This is an optimization exercise on Yosys and OpenROAD, whose aim is small area, a short achievable clock period and few clock cycles, not a production implementation.
At most, simulation tests tie the RTL to the original design; equivalence was not proved.
Power figures rest on the tool's default switching activity, not on a simulated workload.

Setup of main:
## mac_array
module mac_array (
  input  logic        clk,
  input  logic        arst_n_in,
  input  logic        in_valid,
  output logic        in_ready,
  input  logic [63:0] a_in,
  input  logic [63:0] b_in,
  input  logic        in_last,
  input  logic        round_in,
  input  logic        sat_in,
  output logic        out_valid,
  input  logic        out_ready,
  output logic [63:0] out,
  output logic [3:0]  out_ovf
);
export LEC_CHECK = 0
export ABC_AREA = 1
export CAP_MARGIN = 20
export CORE_MARGIN = 2
export CORE_UTILIZATION = 40
export CTS_CLUSTER_DIAMETER = 120
export CTS_CLUSTER_SIZE = 22
export SETUP_SLACK_MARGIN = 4.1
export SLEW_MARGIN = 20
create_clock -name core_clock -period 7.0 [get_ports {clk}]
standard.sh (not shown) runs the stock make flow with config.mk's settings and CLKGATE_MAP_FILE= SYNTH_SCRIPT=/design/flow/synth_recipe.tcl, a recipe that flattens the netlist after the stock synthesis.
==> flow/flow/run.sh <==
#!/bin/bash
# Standard layout flow, with the port buffers made from a regular buffer
# cell (the default pick is a delay cell). All tool output is in
# orfs/logs/ (per step) and in standard.log here.
set -euo pipefail
export BUFFER_PORTS_ARGS="-buffer_cell sky130_fd_sc_hd__buf_1"
bash standard.sh > standard.log 2>&1
Edits applied to the flow inputs when going from main to the feature branch:
# main
export LEC_CHECK = 0
export ABC_AREA = 1
export CAP_MARGIN = 20
export CORE_MARGIN = 2
export CORE_UTILIZATION = 40
export CTS_CLUSTER_DIAMETER = 120
export CTS_CLUSTER_SIZE = 22
export SETUP_SLACK_MARGIN = 4.1
export SLEW_MARGIN = 20
create_clock -name core_clock -period 7.0 [get_ports {clk}]
# the feature branch
export LEC_CHECK = 0
export ABC_AREA = 1
export CAP_MARGIN = 20
export CORE_MARGIN = 2
export CORE_UTILIZATION = 40
export CTS_CLUSTER_DIAMETER = 120
export CTS_CLUSTER_SIZE = 22
export SETUP_SLACK_MARGIN = 4.2
export SLEW_MARGIN = 20
create_clock -name core_clock -period 7.0 [get_ports {clk}]
## What came out
Internal power consumption | the feature branch above main
Looking only at fraction of met3 tracks used by global routing, and setting everything else aside, the lower value of main and the feature branch goes to main.
Sequential portion of the cell area ended up 0.18 points lower on the feature branch than on main.
The feature branch vs main: design area up slightly
Compared with main, in the feature branch slack of the worst reg-to-reg path saw a decrease, fraction of the core area covered by cells at the end of the flow saw an increase.
Function was not checked in any run of this note: the RTL went through the layout flow alone.

mac_array, a different RTL version from the one above (not shown whole).
Size in the first run: about 6100 cells after synthesis, roughly 0.061 sq mm of cells after synthesis.
## mac_array
module mac_array (
  input  logic        clk,
  input  logic        arst_n_in,
  input  logic        in_valid,
  output logic        in_ready,
  input  logic [63:0] a_in,
  input  logic [63:0] b_in,
  input  logic        in_last,
  input  logic        round_in,
  input  logic        sat_in,
  output logic        out_valid,
  input  logic        out_ready,
  output logic [63:0] out,
  output logic [3:0]  out_ovf
);
  localparam int unsigned RW = 68;   
  logic          busy_q, take, pop, o_free;
  logic          v0_q, l0_q, v1_q, l1_q, l2_q, done_q;
  logic          r0_q, s0_q, r1_q, s1_q, r2_q, s2_q, r3_q, s3_q;
  logic [1:0]    cnt_q, cnt_d;
  logic [RW-1:0] res, o_q;
  logic          ov_q;
  logic [RW-1:0] sk_q [2];
  logic [1:0]    sc_q;
  logic          rp_q, wp_q;
  assign take     = in_valid & ~busy_q;
  assign in_ready = ~busy_q;
  assign pop      = ov_q & out_ready;
  assign o_free   = ~ov_q | out_ready;
  logic inc, dec;
  assign inc = take & in_last;
  assign dec = pop;
  always_comb begin
    case ({inc, dec})
      2'b10:   cnt_d = cnt_q + 2'd1;
      2'b01:   cnt_d = cnt_q - 2'd1;
      default: cnt_d = cnt_q;
    endcase
  end
  always_ff @(posedge clk or negedge arst_n_in) begin
    if (!arst_n_in) begin
      busy_q  <= 1'b0;
      cnt_q   <= 2'd0;
      v0_q    <= 1'b0;
      l0_q    <= 1'b0;
      v1_q    <= 1'b0;
      l1_q    <= 1'b0;
      l2_q    <= 1'b0;
      done_q  <= 1'b0;
    end else begin
      busy_q  <= ~dec & (busy_q | ((cnt_q == 2'd2) & in_valid & in_last));
      cnt_q   <= cnt_d;
      v0_q    <= take;
      l0_q    <= take & in_last;
      v1_q    <= v0_q;
      l1_q    <= l0_q;
      l2_q    <= l1_q;
      done_q  <= l2_q;
    end
  end
  always_ff @(posedge clk) begin
    r0_q <= round_in;
    s0_q <= sat_in;
    r1_q <= r0_q;
    s1_q <= s0_q;
    r2_q <= r1_q;
    s2_q <= s1_q;
    r3_q <= r2_q;
    s3_q <= s2_q;
  end
  for (genvar gi = 0; gi < 4; gi++) begin : g_lane
    mac_lane u_lane (
      .clk_i  (clk),
      .take_i (take),
  ...
clock: 7.0 ns
lec_check: 0
abc_area: 1
cap_margin: 20
core_margin: 2
core_utilization: 40
setup_slack_margin: 3.9
slew_margin: 20
run.sh (not shown) runs the stock make flow with config.mk's settings and CLKGATE_MAP_FILE= SYNTH_SCRIPT=/design/flow/synth_recipe.tcl, a recipe that flattens the netlist after the stock synthesis.
Stock flow here: none of the scripts above is used.
The baseline completed with no timing, DRC or antenna violations.
Testbench counts at the start, summed over its fixed seeds: cycles 20,723.
Next try:
==> flow/flow/run.sh (new file) <==
#!/bin/bash
# Standard layout flow, with the port buffers made from a regular buffer
# cell (the default pick is a delay cell). All tool output is in
# orfs/logs/ (per step) and in standard.log here.
set -euo pipefail
export BUFFER_PORTS_ARGS="-buffer_cell sky130_fd_sc_hd__buf_4"
bash standard.sh > standard.log 2>&1
==> flow/standard.sh (new file) <==
#!/bin/bash
# synth_recipe.tcl (not shown) runs the flow's synth.tcl, then flattens the netlist and writes it again
# the make line also repeats each setting of config.mk as NAME=value (left out here)
make -C /OpenROAD-flow-scripts/flow DESIGN_CONFIG=/design/flow/config.mk WORK_HOME=/design/flow/orfs CLKGATE_MAP_FILE= SYNTH_SCRIPT=/design/flow/synth_recipe.tcl "${@:-finish}"
CTS_CLUSTER_DIAMETER = 120   (was not set)
CTS_CLUSTER_SIZE = 22   (was not set)
SETUP_SLACK_MARGIN = 4.05   (was 3.9)
removed: flow/run.sh
After rerunning:
- The new run finished with timing, DRC and antenna clean
- via count is higher by 0.32%
- core utilization is lower by 0.84 points
- final area is lower by 1.9%
- clock power is lower by 43%
- final cell count barely changes
- die area is unchanged
- total power is lower by 6.3%
Next try:
==> flow/run.sh (new file) <==
#!/bin/bash
# synth_recipe.tcl (not shown) runs the flow's synth.tcl, then flattens the netlist and writes it again
# the make line also repeats each setting of config.mk as NAME=value (left out here)
make -C /OpenROAD-flow-scripts/flow DESIGN_CONFIG=/design/flow/config.mk WORK_HOME=/design/flow/orfs CLKGATE_MAP_FILE= SYNTH_SCRIPT=/design/flow/synth_recipe.tcl finish
CTS_CLUSTER_DIAMETER = not set   (was 120)
CTS_CLUSTER_SIZE = not set   (was 22)
removed: flow/flow/run.sh
removed: flow/standard.sh
After rerunning:
- core utilization is higher by 2.0 points
- sequential power is about the same
- synthesized area is unchanged
- clock power came out higher by well over a third
- design area went up by a few percent
- via count rises slightly
- wire length increases slightly
- first-iteration DRC count goes down by a few percent
- sequential share of layout area fell by 1.5 points
- non-clock buffer count goes down by 9
- cell count rises slightly
Next try:
==> flow/flow/run.sh (new file) <==
#!/bin/bash
# Standard layout flow, with the port buffers made from a regular buffer
# cell (the default pick is a delay cell), and timing repair free to pick
# cells of any footprint. All tool output is in orfs/logs/ (per step) and
# in standard.log here.
set -euo pipefail
export BUFFER_PORTS_ARGS="-buffer_cell sky130_fd_sc_hd__buf_4"
bash standard.sh MATCH_CELL_FOOTPRINT=0 finish > standard.log 2>&1
==> flow/standard.sh (new file) <==
#!/bin/bash
# synth_recipe.tcl (not shown) runs the flow's synth.tcl, then flattens the netlist and writes it again
# the make line also repeats each setting of config.mk as NAME=value (left out here)
make -C /OpenROAD-flow-scripts/flow DESIGN_CONFIG=/design/flow/config.mk WORK_HOME=/design/flow/orfs CLKGATE_MAP_FILE= SYNTH_SCRIPT=/design/flow/synth_recipe.tcl "${@:-finish}"
removed: flow/run.sh
The new run passed the timing, design-rule and antenna checks.
Cell area falls by about 1.1%.
Setup slack gets better by 13 ps.
Sequential share of layout area goes up by 0.38 points.
Fmax came out higher by 0.46%.
Routed wire length came out lower by 1.2%.
Final cell count stays flat.
Flip-flop and latch count does not change.
Power decreases by about 1%.
Next try:
==> flow/flow/run.sh (replaced) <==
#!/bin/bash
# Standard layout flow, with the port buffers made from a regular buffer
# cell (the default pick is a delay cell). All tool output is in
# orfs/logs/ (per step) and in standard.log here.
set -euo pipefail
export BUFFER_PORTS_ARGS="-buffer_cell sky130_fd_sc_hd__buf_4"
bash standard.sh > standard.log 2>&1
SETUP_SLACK_MARGIN = 4.0   (was 4.05)
Effect: Non-clock buffer count shrinks by 95; via count shrinks by 1.2%; combinational power barely changes; setup slack loses 78 ps; first-iteration DRC count grows by 6.0%; clock-buffer cell count grows by 16; critical path depth grows by 6.

==> separate check: timing with driven ports <==
How much do the figures lean on ideal ports? The routed layouts below were timed once more, with nothing changed but the port constraints. Step 1 assumes that a clkbuf_16 drives the clock port and a buf_2 every other input. Step 2 times the ports against the registers' clock, not the clock port: input delays grow and output delays shrink by t, the midpoint of the rising clock arrivals with the driver on. Three values: ideal ports, drivers, drivers and shift; two values: the first two.
| run | t, ns | setup WS [ns] | hold slack, ns | clock arrival spread, ns | worst data-port slew with drivers (ns) |
|---|---|---|---|---|---|
| main | 0.766 | 4.113 / 4.113 / 3.615 | 0.331 / 0.331 / 0.331 | 0.039 / 0.038 | 0.14 |
| the feature branch | 0.772 | 4.094 / 4.094 / 3.750 | 0.325 / 0.325 / 0.325 | 0.047 / 0.047 | 0.16 |
| the first run of note 2 | 0.794 | 3.969 / 3.900 / 3.361 | 0.328 / 0.328 / 0.328 | 0.027 / 0.027 | 0.06 |
| the second run of note 2 | 0.751 | 4.091 / 4.048 / 4.091 | 0.339 / 0.339 / 0.339 | 0.052 / 0.052 | 0.05 |
| the third run of note 2 | 0.803 | 4.097 / 4.024 / 3.682 | 0.325 / 0.325 / 0.325 | 0.028 / 0.028 | 0.05 |
| the fourth run of note 2 | 0.798 | 4.110 / 4.037 / 4.097 | 0.330 / 0.330 / 0.330 | 0.027 / 0.027 | 0.05 |
| the fifth run of note 2 | 0.808 | 4.032 / 4.004 / 3.654 | 0.310 / 0.310 / 0.310 | 0.061 / 0.060 | 0.08 |
After both steps setup and hold are still met in every run listed. For the first run of note 2, which loses most, drivers alone change the setup slack by -0.069 ns; drivers and shift together by -0.608 ns.
